Source: an optimization exercise on an open RTL-to-GDS flow (aim: small area, a short achievable clock period and few clock cycles). Production flows keep margins and buffers that such runs may drop.
The RTL was checked by simulation tests, not by an equivalence proof against the original design.

<file path="design/flow/run.sh">
#!/bin/bash
# synth_recipe.tcl (not shown) runs the flow's synth.tcl, then flattens the netlist and writes it again
# the make line also repeats each setting of config.mk as NAME=value (left out here)
make -C /OpenROAD-flow-scripts/flow DESIGN_CONFIG=/design/flow/config.mk WORK_HOME=/design/flow/orfs CLKGATE_MAP_FILE= SYNTH_SCRIPT=/design/flow/synth_recipe.tcl finish
</file>
<file path="design/flow/config.mk">
export PLATFORM = sky130hd
export DESIGN_NAME = calendar_date_stepper
export DESIGN_NICKNAME = calendar_date_stepper
export VERILOG_FILES = /design/flow/design.v
export SDC_FILE = /design/flow/constraint.sdc
export NUM_CORES = 4
export LEC_CHECK = 0
export CAP_MARGIN = 20
export CORE_MARGIN = 2
export CORE_UTILIZATION = 40
export SLEW_MARGIN = 20
</file>
<file path="design/flow/constraint.sdc">
create_clock -name core_clock -period 9.0 [get_ports {aclk}]
set_input_delay 1.8000 -clock core_clock [delete_from_list [all_inputs] [get_ports {aclk}]]
set_output_delay 1.8000 -clock core_clock [all_outputs]
set_load 0.01 [all_outputs]
</file>
<file path="design/flow/design.v">
package cds_pkg;
    localparam int DAY_W   = 5;
    localparam int MONTH_W = 4;
    localparam int YEAR_W  = 14;
    localparam int COUNT_W = 16;
    localparam int MASK_W  = 7;
    localparam int WD_W    = 3;
    localparam int DOY_W   = 9;
endpackage
module cds_mod7 (
    input  logic [15:0] x,
    output logic [2:0]  r
);
    logic [5:0] s1;
    logic [3:0] s2;
    logic [2:0] s3;
    assign s1 = 6'(x[2:0]) + 6'(x[5:3]) + 6'(x[8:6]) + 6'(x[11:9]) + 6'(x[14:12]) + 6'(x[15]);
    assign s2 = 4'(s1[2:0]) + 4'(s1[5:3]);
    assign s3 = s2[2:0] + 3'(s2[3]);
    assign r  = (s3 == 3'd7) ? 3'd0 : s3;
endmodule
module cds_month_len (
    input  logic       leap,
    input  logic [3:0] m,
    output logic [4:0] len
);
    always_comb begin
        case (m)
            4'd1, 4'd3, 4'd5, 4'd7, 4'd8, 4'd10, 4'd12: len = 5'd31;
            4'd4, 4'd6, 4'd9, 4'd11:                    len = 5'd30;
            4'd2:    len = leap ? 5'd29 : 5'd28;
            default: len = 5'd0;
        endcase
    end
endmodule
module cds_days_before (
    input  logic [3:0] m,
    output logic [8:0] days
);
    always_comb begin
        case (m)
            4'd2:    days = 9'd31;
            4'd3:    days = 9'd59;
            4'd4:    days = 9'd90;
            4'd5:    days = 9'd120;
            4'd6:    days = 9'd151;
            4'd7:    days = 9'd181;
            4'd8:    days = 9'd212;
            4'd9:    days = 9'd243;
            4'd10:   days = 9'd273;
            4'd11:   days = 9'd304;
            4'd12:   days = 9'd334;
            default: days = 9'd0;
        endcase
    end
endmodule
module cds_doy_split (
    input  logic [8:0] r,
    input  logic       leap,
    output logic [3:0] m,
    output logic [4:0] d
);
    logic [8:0] cum;
    logic [8:0] lo;
    always_comb begin
        m = 4'd1;
        if (r >= 9'd31)                  m = 4'd2;
        if (r >= 9'd59  + 9'(leap))      m = 4'd3;
        if (r >= 9'd90  + 9'(leap))      m = 4'd4;
        if (r >= 9'd120 + 9'(leap))      m = 4'd5;
        if (r >= 9'd151 + 9'(leap))      m = 4'd6;
        if (r >= 9'd181 + 9'(leap))      m = 4'd7;
        if (r >= 9'd212 + 9'(leap))      m = 4'd8;
        if (r >= 9'd243 + 9'(leap))      m = 4'd9;
        if (r >= 9'd273 + 9'(leap))      m = 4'd10;
        if (r >= 9'd304 + 9'(leap))      m = 4'd11;
        if (r >= 9'd334 + 9'(leap))      m = 4'd12;
    end
    cds_days_before u_cum (.m(m), .days(cum));
    assign lo = cum + 9'(leap && (m > 4'd2));
    assign d  = r[4:0] - lo[4:0] + 5'd1;
endmodule
import cds_pkg::*;
module calendar_date_stepper
#(
    parameter int unsigned MAX_YEAR = 9999
) (
    input  logic               aclk,
    input  logic               aresetn,
    input  logic               cfg_wr_en,
    input  logic [MASK_W-1:0]  cfg_wr_data,
    input  logic               s_valid,
    output logic               s_ready,
    input  logic [1:0]         s_req_type,
    input  logic               s_step_back,
    input  logic [COUNT_W-1:0] s_step_count,
    input  logic [DAY_W-1:0]   s_load_day,
    input  logic [MONTH_W-1:0] s_load_month,
    input  logic [YEAR_W-1:0]  s_load_year,
    output logic               m_valid,
    input  logic               m_ready,
    output logic [DAY_W-1:0]   m_out_day,
    output logic [MONTH_W-1:0] m_out_month,
    output logic [YEAR_W-1:0]  m_out_year,
    output logic [WD_W-1:0]    m_weekday,
    output logic [DOY_W-1:0]   m_day_of_year,
    output logic               m_is_leap,
    output logic [DAY_W-1:0]   m_month_length,
    output logic               m_date_valid,
    output logic               m_is_weekend,
    output logic               m_range_error
);
    localparam logic signed [15:0] MAXY = 16'(MAX_YEAR);
    typedef enum logic [3:0] {
        ST_IDLE = 4'd0,
        ST_D1   = 4'd1,
        ST_D2   = 4'd2,
        ST_D3   = 4'd3,
        ST_DC   = 4'd4,
        ST_M1   = 4'd5,
        ST_M2   = 4'd6,
        ST_F    = 4'd7,
        ST_G    = 4'd8,
        ST_H    = 4'd9,
        ST_RW   = 4'd10
    } state_t;
    state_t st;
    logic [4:0]  o_day;
    logic [3:0]  o_month;
    logic [13:0] o_year;
    logic [2:0]  o_wd;
    logic [8:0]  o_doy;
    logic        o_leap;
    logic [4:0]  o_len;
    logic        o_valid;
    logic        o_wkend;
    logic        o_err;
    logic        mvalid;
    logic [6:0]  ym100;    
    logic [1:0]  h4;       
    logic [6:0]  mask;
    logic               rmon;     
    logic               rback;
    logic signed [17:0] acc;
    logic [2:0]         wdn;
    logic signed [9:0]  de;
    logic signed [10:0] wv;
    logic signed [15:0] wy;
    logic [3:0]         wm;
    logic [4:0]         wdd;
    logic               werr;
    logic [12:0]        wq;
    logic [6:0]         wrem;
    logic [1:0]         nfc;
    logic               has30;
    logic               fl_e, fl_m, fl_p;
    logic               wleap;
    logic [4:0]         wlen;
    logic               wvalid;
    logic [8:0]         wdoy;
    logic [15:0]        wsum;
    logic outfree;
    assign outfree = !mvalid || m_ready;
    assign s_ready = (st == ST_IDLE);
    logic        fit, is_day, is_mon, nz_cnt;
    logic [2:0]  nmod7;
    logic [3:0]  wsum_f, wsum_b;
    logic [2:0]  wdn_next;
    logic signed [17:0] acc_acc;
    logic signed [17:0] ncnt;
    assign ncnt = 18'(s_step_count);
    assign fit    = o_valid && (o_year != 14'd0) && (16'(o_year) <= 16'(MAX_YEAR));
    assign is_day = (s_req_type == 2'd1);
    assign is_mon = (s_req_type == 2'd2);
    assign nz_cnt = (s_step_count != 16'd0);
    cds_mod7 u_nmod7 (.x(s_step_count), .r(nmod7));
    assign wsum_f   = 4'(o_wd) + 4'(nmod7);
    assign wsum_b   = 4'(o_wd) + 4'd7 - 4'(nmod7);
    always_comb begin
        if (s_step_back) wdn_next = (wsum_b >= 4'd7) ? 3'(wsum_b - 4'd7) : wsum_b[2:0];
        else             wdn_next = (wsum_f >= 4'd7) ? 3'(wsum_f - 4'd7) : wsum_f[2:0];
    end
    always_comb begin
        if (is_day) begin
            if (s_step_back) acc_acc = 18'(o_doy) - 18'sd1 - ncnt;
            else             acc_acc = 18'(o_doy) - 18'sd1 + ncnt;
        end else begin
            if (s_step_back) acc_acc = ncnt + 18'sd12 - 18'(o_month);
            else             acc_acc = ncnt + 18'(o_month) - 18'sd1;
        end
    end
    logic signed [10:0] a7;
    logic signed [16:0] prod45;
    logic signed [9:0]  de_next;
    assign a7      = acc[17:7];
    assign prod45  = 17'(a7) * 17'sd45;
    assign de_next = 10'(prod45 >>> 7);
    logic signed [2:0]  vq;
    logic [6:0]         vm;
    logic signed [3:0]  cv, d100, d400;
    logic               nz100;
    logic [1:0]         c4;
    logic [3:0]         t400;
    logic signed [10:0] t4, t4s, d4, pd;
    logic [10:0]        dy365;
    logic signed [10:0] r0;
    logic [1:0]         ye2, hqe;
    logic               ly_e, ly_m, ly_p;
    always_comb begin
        if (wv >= 11'sd200)       begin vq = 3'sd2;  vm = 7'(wv - 11'sd200); end
        else if (wv >= 11'sd100)  begin vq = 3'sd1;  vm = 7'(wv - 11'sd100); end
        else if (wv >= 11'sd0)    begin vq = 3'sd0;  vm = 7'(wv);            end
        else if (wv >= -11'sd100) begin vq = -3'sd1; vm = 7'(wv + 11'sd100); end
        else                      begin vq = -3'sd2; vm = 7'(wv + 11'sd200); end
    end
    assign nz100 = (ym100 != 7'd0);
    assign cv    = 4'(vq) + 4'(vm != 7'd0);
    assign d100  = cv - 4'(nz100);
    assign c4    = h4 + 2'(nz100);
    assign t400  = 4'(c4) + 4'(d100) + 4'd3;
    assign d400  = 4'(t400[3:2]) - 4'(c4 != 2'd0);
    assign t4    = 11'(o_year[1:0]) + 11'(de) + 11'sd3;
    assign t4s   = t4 >>> 2;
    assign d4    = t4s - 11'(o_year[1:0] != 2'd0);
    assign pd    = d4 - 11'(d100) + 11'(d400);
    assign dy365 = 11'(de) * 11'd365;
    assign r0    = acc[10:0] - dy365 - pd;
    assign ye2   = o_year[1:0] + de[1:0];
    assign hqe   = h4 + vq[1:0];
    assign ly_e  = (ye2 == 2'd0) && ((vm != 7'd0)  || (hqe == 2'd0));
    assign ly_m  = (ye2 == 2'd1) && ((vm != 7'd1)  || (hqe == 2'd0));
    assign ly_p  = (ye2 == 2'd3) && ((vm != 7'd99) || (hqe == 2'd3));
    logic               rneg, rover;
    logic signed [9:0]  dfin;
    logic [9:0]         rfix;
    assign rneg  = acc[10];
    assign rover = !rneg && (acc[9:0] >= 10'd365 + 10'(fl_e));
    assign dfin  = de + 10'(rover) - 10'(rneg);
    always_comb begin
        if (rneg)       rfix = acc[9:0] + 10'd365 + 10'(fl_m);
        else if (rover) rfix = acc[9:0] - 10'd365 - 10'(fl_e);
        else            rfix = acc[9:0];
    end
    logic [3:0] dc_m;
    logic [4:0] dc_d;
    logic [4:0] dc_len;
    logic       dc_hi, dc_lo;
    cds_doy_split u_split (.r(acc[8:0]), .leap(wleap), .m(dc_m), .d(dc_d));
    cds_month_len u_dclen (.leap(wleap), .m(dc_m), .len(dc_len));
    assign dc_hi = (wy > MAXY);
    assign dc_lo = (wy < 16'sd1);
    logic [24:0] p1365;
    logic [12:0] qe_next;
    logic [5:0]  q12lo;
    logic signed [5:0] rm0_next;
    assign p1365    = 25'(acc[16:3]) * 25'd1365;
    assign qe_next  = 13'(p1365 >> 11) + 13'd1;
    assign q12lo    = 6'({qe_next, 3'b000}) + 6'({qe_next, 2'b00});
    assign rm0_next = acc[5:0] - q12lo;
    logic              mneg, mover;
    logic [12:0]       mq;
    logic [3:0]        mr;
    logic signed [5:0] rm0;
    assign rm0   = wrem[5:0];
    assign mneg  = rm0 < 6'sd0;
    assign mover = rm0 >= 6'sd12;
    assign mq    = wq + 13'(mover) - 13'(mneg);
    always_comb begin
        if (mneg)       mr = 4'(rm0 + 6'sd12);
        else if (mover) mr = 4'(rm0 - 6'sd12);
        else            mr = 4'(rm0);
    end
    logic        f_hi, f_lo;
    logic [13:0] yc;
    logic [3:0]  mc;
    logic [13:0] p41;
    logic [7:0]  fqe;
    logic [8:0]  f100lo;
    logic signed [8:0] frem0;
    logic [7:0]  fq;
    logic [6:0]  frem;
    logic [13:0] ydif;
    logic [1:0]  dys;
    logic signed [3:0] nf;
    logic        h30;
    assign f_hi = rmon && !rback && (wy > MAXY);
    assign f_lo = rmon && rback && (wy < 16'sd1);
    assign yc   = f_hi ? 14'(MAX_YEAR) : f_lo ? 14'd1 : wy[13:0];
    assign mc   = f_hi ? 4'd12 : f_lo ? 4'd1 : wm;
    assign p41  = 14'(yc[13:6]) * 14'd41;
    assign fqe  = p41[13:6];
    assign f100lo = 9'({fqe, 6'b0}) + 9'({fqe, 5'b0}) + 9'({fqe, 2'b0});
    assign frem0  = yc[8:0] - f100lo;
    always_comb begin
        if (frem0 < 9'sd0)        begin fq = fqe - 8'd1; frem = 7'(frem0 + 9'sd100); end
        else if (frem0 >= 9'sd100) begin fq = fqe + 8'd1; frem = 7'(frem0 - 9'sd100); end
        else                      begin fq = fqe;        frem = 7'(frem0);           end
    end
    assign ydif = rback ? (o_year - yc) : (yc - o_year);
    assign dys  = (ydif >= 14'd3) ? 2'd3 : ydif[1:0];
    always_comb begin
        if (!rback) nf = 4'(dys) - 4'(mc == 4'd1) + 4'(o_month == 4'd1);
        else        nf = 4'(dys) - 4'(o_month < 4'd3) + 4'(mc < 4'd3);
    end
    always_comb begin
        logic [12:0] sel;
        sel = '0;
        for (int k = 1; k <= 12; k++) begin
            if (!rback) begin
                if (mc >= o_month) sel[k] = (k > o_month) && (k <= mc);
                else              sel[k] = (k > o_month) || (k <= mc);
            end else begin
                if (mc <= o_month) sel[k] = (k >= mc) && (k < o_month);
                else              sel[k] = (k >= mc) || (k < o_month);
            end
        end
        h30 = sel[4] || sel[6] || sel[9] || sel[11];
    end
    logic       g_lp, g_lm, g_lpp, g_feb;
    logic [4:0] g_l, g_d, g_len;
    logic       g_valid;
    logic [8:0] g_cum, g_doy;
    logic [7:0] g_c100;
    logic [15:0] g_sum;
    assign g_lp  = (wy[1:0] == 2'd0) && ((wrem != 7'd0)  || (wq[1:0] == 2'd0));
    assign g_lm  = (wy[1:0] == 2'd1) && ((wrem != 7'd1)  || (wq[1:0] == 2'd0));
    assign g_lpp = (wy[1:0] == 2'd3) && ((wrem != 7'd99) || (wq[1:0] == 2'd3));
    assign g_feb = !rback ? ((wm >= 4'd2) ? g_lp : g_lm) : ((wm <= 4'd2) ? g_lp : g_lpp);
    always_comb begin
        if (!rmon)             g_l = 5'd31;
        else if (nfc == 2'd2)  g_l = 5'd28;
        else if (nfc == 2'd1)  g_l = g_feb ? 5'd29 : 5'd28;
        else if (has30)        g_l = 5'd30;
        else                   g_l = 5'd31;
    end
    assign g_d = (wdd < g_l) ? wdd : g_l;
    cds_month_len   u_glen (.leap(g_lp), .m(wm), .len(g_len));
    cds_days_before u_gcum (.m(wm), .days(g_cum));
    assign g_valid = (g_len != 5'd0) && (g_d != 5'd0) && (g_d <= g_len);
    assign g_doy   = g_cum + 9'(g_lp && (wm > 4'd2)) + 9'(g_d);
    assign g_c100  = wq[7:0] + 8'(wrem != 7'd0);
    assign g_sum   = 16'(wy[13:0]) + 16'((15'(wy[13:0]) + 15'd3) >> 2) + 16'd173 - 16'(g_c100)
                     + 16'((9'(g_c100) + 9'd3) >> 2) + 16'(g_doy);
    logic [2:0] h_wd;
    cds_mod7 u_hmod7 (.x(wsum), .r(h_wd));
    logic acc_step, rpt_now, commit_d, commit_h, commit_r;
    assign acc_step = (is_day || is_mon) && fit && nz_cnt;
    assign rpt_now  = (st == ST_IDLE) && s_valid && (s_req_type != 2'd0) && !acc_step;
    assign commit_r = (rpt_now || (st == ST_RW)) && outfree;
    assign commit_d = (st == ST_DC) && outfree;
    assign commit_h = (st == ST_H) && outfree;
    always_ff @(posedge aclk) begin
        if (!aresetn) begin
            st      <= ST_IDLE;
            mvalid  <= 1'b0;
            mask    <= 7'd96;
            o_day   <= 5'd1;
            o_month <= 4'd1;
            o_year  <= 14'd2000;
            o_wd    <= 3'd6;
            o_doy   <= 9'd1;
            o_leap  <= 1'b1;
            o_len   <= 5'd31;
            o_valid <= 1'b1;
            o_wkend <= 1'b1;
            o_err   <= 1'b0;
            ym100   <= 7'd0;
            h4      <= 2'd0;
        end else begin
            if (cfg_wr_en) mask <= cfg_wr_data;
            if (commit_r || commit_d || commit_h) mvalid <= 1'b1;
            else if (m_ready)                     mvalid <= 1'b0;
            unique case (st)
                ST_IDLE: begin
                    if (s_valid) begin
                        if (s_req_type == 2'd0) st <= ST_F;
                        else if (acc_step)      st <= is_day ? ST_D1 : ST_M1;
                        else if (!outfree)      st <= ST_RW;
                    end
                end
                ST_RW:   if (outfree) st <= ST_IDLE;
                ST_D1:   st <= ST_D2;
                ST_D2:   st <= ST_D3;
                ST_D3:   st <= ST_DC;
                ST_DC:   if (outfree) st <= ST_IDLE;
                ST_M1:   st <= ST_M2;
                ST_M2:   st <= ST_F;
                ST_F:    st <= ST_G;
                ST_G:    st <= ST_H;
                ST_H:    if (outfree) st <= ST_IDLE;
                default: st <= ST_IDLE;
            endcase
            if (commit_r) begin
                o_err   <= (st == ST_RW) ? werr : ((is_day || is_mon) && !fit);
                o_wkend <= o_valid && mask[o_wd];
            end
            if (commit_d) begin
                o_valid <= 1'b1;
                if (dc_hi) begin
                    o_day <= 5'd31; o_month <= 4'd12; o_year <= 14'(MAX_YEAR);
                    o_wd <= 3'd5; o_doy <= 9'd365; o_leap <= 1'b0; o_len <= 5'd31;
                    o_wkend <= mask[5]; o_err <= 1'b1; ym100 <= 7'd99; h4 <= 2'd3;
                end else if (dc_lo) begin
                    o_day <= 5'd1; o_month <= 4'd1; o_year <= 14'd1;
                    o_wd <= 3'd1; o_doy <= 9'd1; o_leap <= 1'b0; o_len <= 5'd31;
                    o_wkend <= mask[1]; o_err <= 1'b1; ym100 <= 7'd1; h4 <= 2'd0;
                end else begin
                    o_day <= dc_d; o_month <= dc_m; o_year <= wy[13:0];
                    o_wd <= wdn; o_doy <= acc[8:0] + 9'd1; o_leap <= wleap; o_len <= dc_len;
                    o_wkend <= mask[wdn]; o_err <= 1'b0; ym100 <= wrem; h4 <= wq[1:0];
                end
            end
            if (commit_h) begin
                o_day   <= wdd;
                o_month <= wm;
                o_year  <= wy[13:0];
                o_wd    <= wvalid ? h_wd : 3'd0;
                o_doy   <= wvalid ? wdoy : 9'd0;
                o_leap  <= wleap;
                o_len   <= wlen;
                o_valid <= wvalid;
                o_wkend <= wvalid && mask[h_wd];
                o_err   <= werr;
                ym100   <= wrem;
                h4      <= wq[1:0];
            end
        end
    end
    always_ff @(posedge aclk) begin
        unique case (st)
            ST_IDLE: begin
                rback <= s_step_back;
                acc   <= acc_acc;
                wdn   <= wdn_next;
                rmon  <= is_mon;
                werr  <= (is_day || is_mon) && !fit;
                if (s_req_type == 2'd0) begin
                    wdd <= s_load_day;
                    wm  <= s_load_month;
                    wy  <= 16'(s_load_year);
                end else begin
                    wdd <= o_day;
                    wm  <= o_month;
                    wy  <= 16'(o_year);
                end
            end
            ST_D1: begin
                de <= de_next;
                wv <= 11'(ym100) + 11'(de_next);
            end
            ST_D2: begin
                acc  <= 18'(r0);
                wrem <= vm;
                wq   <= 13'(hqe);
                fl_e <= ly_e;
                fl_m <= ly_m;
                fl_p <= ly_p;
            end
            ST_D3: begin
                wy    <= 16'(o_year) + 16'(dfin);
                acc   <= 18'(rfix);
                wleap <= rneg ? fl_m : rover ? fl_p : fl_e;
                if (rneg) begin
                    wrem <= (wrem == 7'd0) ? 7'd99 : wrem - 7'd1;
                    wq   <= 13'(wq[1:0] - 2'(wrem == 7'd0));
                end else if (rover) begin
                    wrem <= (wrem == 7'd99) ? 7'd0 : wrem + 7'd1;
                    wq   <= 13'(wq[1:0] + 2'(wrem == 7'd99));
                end
            end
            ST_M1: begin
                wq   <= qe_next;
                wrem <= 7'(rm0_next);
            end
            ST_M2: begin
                wy <= rback ? 16'(o_year) - 16'(mq) : 16'(o_year) + 16'(mq);
                wm <= rback ? 4'd12 - mr : mr + 4'd1;
            end
            ST_F: begin
                wy    <= 16'(yc);
                wm    <= mc;
                werr  <= f_hi || f_lo;
                wq    <= 13'(fq);
                wrem  <= frem;
                nfc   <= (nf >= 4'sd2) ? 2'd2 : (nf == 4'sd1) ? 2'd1 : 2'd0;
                has30 <= h30;
            end
            ST_G: begin
                wdd    <= g_d;
                wleap  <= g_lp;
                wlen   <= g_len;
                wvalid <= g_valid;
                wdoy   <= g_doy;
                wsum   <= g_sum;
            end
            default: ;
        endcase
    end
    assign m_valid        = mvalid;
    assign m_out_day      = o_day;
    assign m_out_month    = o_month;
    assign m_out_year     = o_year;
    assign m_weekday      = o_wd;
    assign m_day_of_year  = o_doy;
    assign m_is_leap      = o_leap;
    assign m_month_length = o_len;
    assign m_date_valid   = o_valid;
    assign m_is_weekend   = o_wkend;
    assign m_range_error  = o_err;
endmodule
</file>
==> flow_summary.ini <==
[final_layout]
syn_to_final_growth_pct = 11.3
final_common_cell = ha_1
final-instance-count-excl-fill = 4831
layout_common_cells = 564 x ha_1, 546 x inv_1, 240 x a21oi_1
drive_gt1_frac = 0.0628
nets = 4581
antennaDiodeCount = 0

[synth]
syn_inst = 3663
synthMuxAreaShare = 0.0278
synth_area_leader_cell = ha_1
synth_top_family_by_area = adder cells
synth_edf_count = 126
synth_top_cells_by_area = ha_1 23%, edfxtp_1 12%, fa_1 11%
synthSimpleGateAreaFrac = 0.122
synth.ff_latch_count = 198
syn_area_sq_um = 31400
syn_nets = 4466
async_reset_ff_frac = 0
seq_area_frac_synth = 0.166
synth_compound_area_frac = 0.176
synthFlopType = edfxtp_1
ys_warn_count = 4
synth_fa_ha_area_frac = 0.342
yosys.area.top_type_share = 0.228
synth-xor-area-share = 0.0858
synth.distinct_cells = 95
avgSynthCellArea_sq_um = 8.58

[floorplan]
dieArea_sq_um = 80800
ioPinCount = 100
die_height_um = 284
dieWidth_um = 284
coreArea_sq_um = 77600
placementRows = 102
start_util = 0.405

[placement]
dp_hpwl_um = 75800
gp_congestion = 0.937
port_buffers = 99
dp_cells = 4785
place_ws_ps = -395

[clocking]
clkLatencyLatePin_ps = 520
clk_pin_slew_ps = 90
htreeDepth = 4
cts_buffers = 17
cts_buffer_depth = 2
clkSinkCount = 198
cts_tree = yes
root_buffer = clkbuf_16

[grt]
grtUsageTotal = 0.227
antenna_found_initial = 1
grt_pass1_vias = 25400
grt_pass1_wl_um = 145000
use_met2 = 0.370
use_met3 = 0.0326
globalRouteOverflowTotal = 0
grt.met1_usage = 0.318
grt_busiest_layer = met2
grt_max_degree = 64

[timing]
relSlewSlack = 0.297
min_period_ps = 8720
slew_violations = 0
tightestPinTransition_ps = 1050
worst_hold_slack_ps = 499
clock_skew_ps = 20.4
timing.fmax_mhz = 115
rsz0062_at_grt = true
postLayoutSetupSlackWorst_ps = 283
hold_violations = 0
setup_viol = 0
finalCritPeriodShare = 0.969

[critical_path]
critPathMaxStageDelay_ps = 570
required_ps = 9240
path_class = register to register
crit_fanout = 8
critPathLaunchType = register
end_kind = register
slowest_stage = or4_4
cp.arrival_ps = 8960
crit_top_cell = fa_1

[routing]
vias = 26300
drt-total-wl_um = 92600
drtPass1Iterations = 6
ant_nets = 0
drc = 0
routed_via_density = 5.45
drt-initial-drc-count = 2117
wl_per_cell_um = 19.2

[job]
max-cap-violations = 0

[worst_hold_path]
hold_class = register to register

[run_status]
status = finished clean
==> synth_stat cells (all sizes together) (51+ instances only) <==
| cell | instances |
|---|---|
| a21o | 71 |
| a21oi | 247 |
| clkbuf | 91 |
| dfxtp | 72 |
| edfxtp | 126 |
| fa | 177 |
| ha | 572 |
| inv | 552 |
| mux2i | 59 |
| nand2 | 226 |
| nand3 | 51 |
| nor2 | 215 |
| nor2b | 56 |
| nor3 | 68 |
| o21ai | 223 |
| xnor2 | 211 |
| xor2 | 91 |
==> path summary, 6_finish.rpt <==
kind | start | end | slack, ps | depth (start not counted)
min | o_day[0]$_SDFFE_PN1P_ | o_day[0]$_SDFFE_PN1P_ | 500 | 2
max reg2reg | wv[2]$_DFFE_PP_ | acc[15]$_DFFE_PP_ | 280 | 36
min reg2reg | o_day[0]$_SDFFE_PN1P_ | o_day[0]$_SDFFE_PN1P_ | 500 | 2
max | wv[2]$_DFFE_PP_ | acc[15]$_DFFE_PP_ | 280 | 36
==> registers in the layout (all words and copies together) (netlist names), 2 cells and up <==
name and flops:
acc 18, de 10, g_cum 9, h4 2
mask 7, nfc 2, o_day 5, o_doy 9
o_len 3, o_month 4, o_wd 3, o_year 14
st 4, wdd 5, wdn 3, wdoy 9
wlen 3, wm 4, wq 13, wrem 7
wsum 16, wv 11, wy 16, ym100 7
==> repair_timing <==
item | in CTS | in global routing
buffers inserted | 0 | 13
gates resized for setup | 10 | 51
hold buffers | 0 | 0
gates cloned | 0 | 0
pin swaps | 2 | 41
endpoints found under the setup margin | 10 | 16
==> through the flow <==
stage	util	setup TNS, ps	area (sq um)
2_1_floorplan	-	0	31400
3_3_place_gp	0.438	-2030	34000
3_5_place_dp	0.438	-3120	34000
4_1_cts	0.446	0	34600
5_1_grt	0.451	-685	35000
6_report	0.451	0	35000
==> per-layer routing <==
metal / wire length (um) / part of all wire
met1: 43200 / 0.47
met2: 42200 / 0.46
met3: 5400 / 0.058
met4: 1840 / 0.020
met5: 0 / 0
==> cell type report <==
class                   instances  area (sq um)
inverters                     554          2080
multi-input cells            2803         24000
repair buffers                204          1800
well taps                    1040          1300
clock buffers                  17           425
fillers                      7783         42600
flip-flops and latches        198          5230
clock inverters                15           188
==> kinds of logic (layout without fill, tap and decap cells) <==
kind of cell             count (synthesis)  after routing
adder cells (fa/ha/maj)                752            752
XOR/XNOR                               303            303
buffers and inverters                  662            790
AO/OA/AOI/OAI                          871            871
AND/OR/NAND/NOR                        797            797
flip-flops                             198            198
multiplexers                            80             80
==> critical path, delay by kind of cell (launching register included) <==
| family | cells | cell delay [ps] |
|---|---|---|
| xor+xnor | 2 | 290 |
| compound gates | 9 | 1480 |
| fa+ha+maj | 13 | 4390 |
| mux | 1 | 330 |
| buf+inv | 4 | 360 |
| flops | 1 | 490 |
| simple gates | 7 | 1110 |
Testbench counts, summed over its fixed seeds: cycles 4,783.

static timing again, ports no longer ideal:
The results above use ideal ports. As a check the final layout listed here was re-extracted and re-timed, cells and wires unchanged. Step 1: set_driving_cell puts a clkbuf_16 on aclk and a buf_2 on each other input, an assumption about the parent block. Step 2, shift: input delay + t, output delay - t, t = (earliest + latest rising clock arrival at the registers) / 2. This alone moves slack from input paths to output paths. a / b / c = ideal / step 1 / step 2; a / b = the first two.
shift t [ns]: 0.571
setup WS [ns]: 0.283 / 0.283 / 0.283
slew at the worst register clock pin (ns): 0.10 / 0.10
After both steps setup and hold are still met in this run. The setup slack of this run moves by 0.000 ns with the drivers and by 0.000 ns with both steps.
